Source: an optimization exercise on an open RTL-to-GDS flow (aim: small area, a short achievable clock period and few clock cycles per item). Production flows keep margins and buffers that such runs may drop.
In this exercise RTL edits were held to simulation tests only and were not proved equivalent to the original.
Power is estimated from default activity; no workload was simulated.

==> flow/design.v (excerpt) <==
module md2_digest_engine (
	input  logic               clk,
	input  logic               arst_n,
	input  logic               push,
	output logic               full,
	input  logic [9:0]         item,
	output logic               empty,
	input  logic               pop,
	output logic [127:0]       result
);
	logic       cmd_valid;
	logic [7:0] cmd_data;
	logic       cmd_byte;
	logic       cmd_end;
	logic       take;
	md2_front u_front (
		.clk      (clk),
		.arst_n   (arst_n),
		.push     (push),
		.full     (full),
		.item     (item),
		.cmd_valid(cmd_valid),
		.cmd_data (cmd_data),
		.cmd_byte (cmd_byte),
		.cmd_end  (cmd_end),
		.take     (take)
	);
	md2_core u_core (
		.clk      (clk),
		.arst_n   (arst_n),
		.cmd_valid(cmd_valid),
		.cmd_data (cmd_data),
		.cmd_byte (cmd_byte),
		.cmd_end  (cmd_end),
		.take     (take),
		.empty    (empty),
		.pop      (pop),
		.result   (result)
	);
endmodule
Size: roughly 1700 cells after synthesis, about 600 flip-flops, ~140 I/O pins.
==> flow/config.mk <==
export PLATFORM = sky130hd
export DESIGN_NAME = md2_digest_engine
export DESIGN_NICKNAME = md2_digest_engine
export VERILOG_FILES = /design/flow/design.v
export SDC_FILE = /design/flow/constraint.sdc
export NUM_CORES = 4
export LEC_CHECK = 0
export CAP_MARGIN = 20
export CORE_MARGIN = 2
export CORE_UTILIZATION = 40
export SETUP_SLACK_MARGIN = 4.0
export SLEW_MARGIN = 20
==> flow/constraint.sdc <==
create_clock -name core_clock -period 7.0 [get_ports {clk}]
set_input_delay 1.4000 -clock core_clock [delete_from_list [all_inputs] [get_ports {clk}]]
set_output_delay 1.4000 -clock core_clock [all_outputs]
set_load 0.01 [all_outputs]
standard.sh (not shown) runs the stock make flow with config.mk's settings and CLKGATE_MAP_FILE= SYNTH_SCRIPT=/design/flow/synth_recipe.tcl, a recipe that flattens the netlist after the stock synthesis.
==> flow/flow/run.sh <==
#!/bin/bash
# The standard layout (the standard.sh: the standard synthesis and ORFS
# from floorplan to finish), with one change: the buffers that placement puts
# on every input and output port are the platform's smallest plain buffer.
set -e
export BUFFER_PORTS_ARGS="-buffer_cell sky130_fd_sc_hd__buf_1"
bash standard.sh > standard.log 2>&1
Testbench counts at the start, summed over its fixed seeds: cycles 387,439, bytes 4,355.
Next try:
==> flow/run.sh (new file) <==
#!/bin/bash
# synth_recipe.tcl (not shown) runs the flow's synth.tcl, then flattens the netlist and writes it again
# the make line also repeats each setting of config.mk as NAME=value (left out here)
make -C /OpenROAD-flow-scripts/flow DESIGN_CONFIG=/design/flow/config.mk WORK_HOME=/design/flow/orfs CLKGATE_MAP_FILE= SYNTH_SCRIPT=/design/flow/synth_recipe.tcl finish
removed: flow/flow/run.sh
removed: flow/standard.sh
The changed run ran to the end with no violations.
Critical path depth came out higher by 5.
Via count decreases by about 0.9%.
Hold slack loses 0.020 ns.
Design area climbs by about 4.3%.
Sequential share of layout area shrinks by 2.3 points.
Clock power is higher by about 9%.
Worst setup slack loses 0.062 ns.
Final cell count stays flat.

---

md2_digest_engine, a different RTL version from the one above (not shown whole).
Size: ~1,700 cells after synthesis, about 140 I/O pins, ~20,000 sq um of cells after synthesis.
Settings: LEC_CHECK=0, CAP_MARGIN=20, CORE_MARGIN=2, CORE_UTILIZATION=40, SETUP_SLACK_MARGIN=4.2, SLEW_MARGIN=20; clock period 7.0 ns.
==> flow/flow/run.sh <==
#!/bin/bash
# The standard layout (the standard.sh: the standard synthesis and ORFS
# from floorplan to finish), with one change: the buffers that placement puts
# on every input and output port are the platform's smallest plain buffer.
set -e
export BUFFER_PORTS_ARGS="-buffer_cell sky130_fd_sc_hd__buf_1"
bash standard.sh > standard.log 2>&1
The baseline passed the timing, design-rule and antenna checks.
Testbench counts at the start, summed over its fixed seeds: cycles 387,439, bytes 4,355.
Edit:
SETUP_SLACK_MARGIN = 4.0   (was 4.2)
Area after synthesis does not change. Design area is lower by 2.1%. Die area does not change. Count of clock-buffer cells in the layout does not change. Cell count is lower by 1.5%. Worst hold slack stays flat. Total power is lower by 2.4%. Clock skew is lower by 0.0039 ns. Routed wire length is lower by 2.5%.
Edit:
ABC_AREA = 1   (was not set)
PLACE_DENSITY = 0.5   (was not set)
SETUP_SLACK_MARGIN = 4.4   (was 4.0)
Result:
- hold slack stays flat
- count of clock-buffer cells in the layout is higher by 1
- setup slack improved by 0.25 ns
- die area is lower by 1.2%
- non-clock buffer count is higher by 22
- critical path depth is lower by 8
- cell count is higher by 11%
- sequential share of layout area is lower by 0.81 points
- routed wire length is higher by about 0.46%
- first-iteration DRC count is lower by 16%

[static timing again, ports no longer ideal]
The flow's constraints put no driver on any port. The routed layouts listed below were extracted and timed again, unchanged, in two steps. Step 1 sets driving cells, clkbuf_16 on the clock port and buf_2 on the other inputs (assumed; they add their load-dependent delay and slew). Step 2 also shifts input and output timing later by t, the mid clock arrival at the registers, as if the neighbouring blocks saw the same clock. a / b / c = ideal / step 1 / step 2; a / b = the first two.
run	t, ns	slack for setup (ns)	latest minus earliest clock arrival (ns)	slew at the worst register clock pin (ns)
the first run of note 1	0.656	4.016 / 3.988 / 4.016	0.032 / 0.032	0.07 / 0.07
the second run of note 1	0.654	3.954 / 3.926 / 3.954	0.053 / 0.052	0.07 / 0.07
the first run of note 2	0.651	4.171 / 4.117 / 3.663	0.037 / 0.036	0.07 / 0.07
the second run of note 2	0.657	3.950 / 3.950 / 3.598	0.038 / 0.038	0.07 / 0.07
the third run of note 2	0.656	4.198 / 4.140 / 3.874	0.016 / 0.016	0.07 / 0.07
After both steps setup and hold are still met in every run listed. The setup slack of the first run of note 2, which loses most, moves by -0.054 ns with the drivers and by -0.508 ns with both steps.
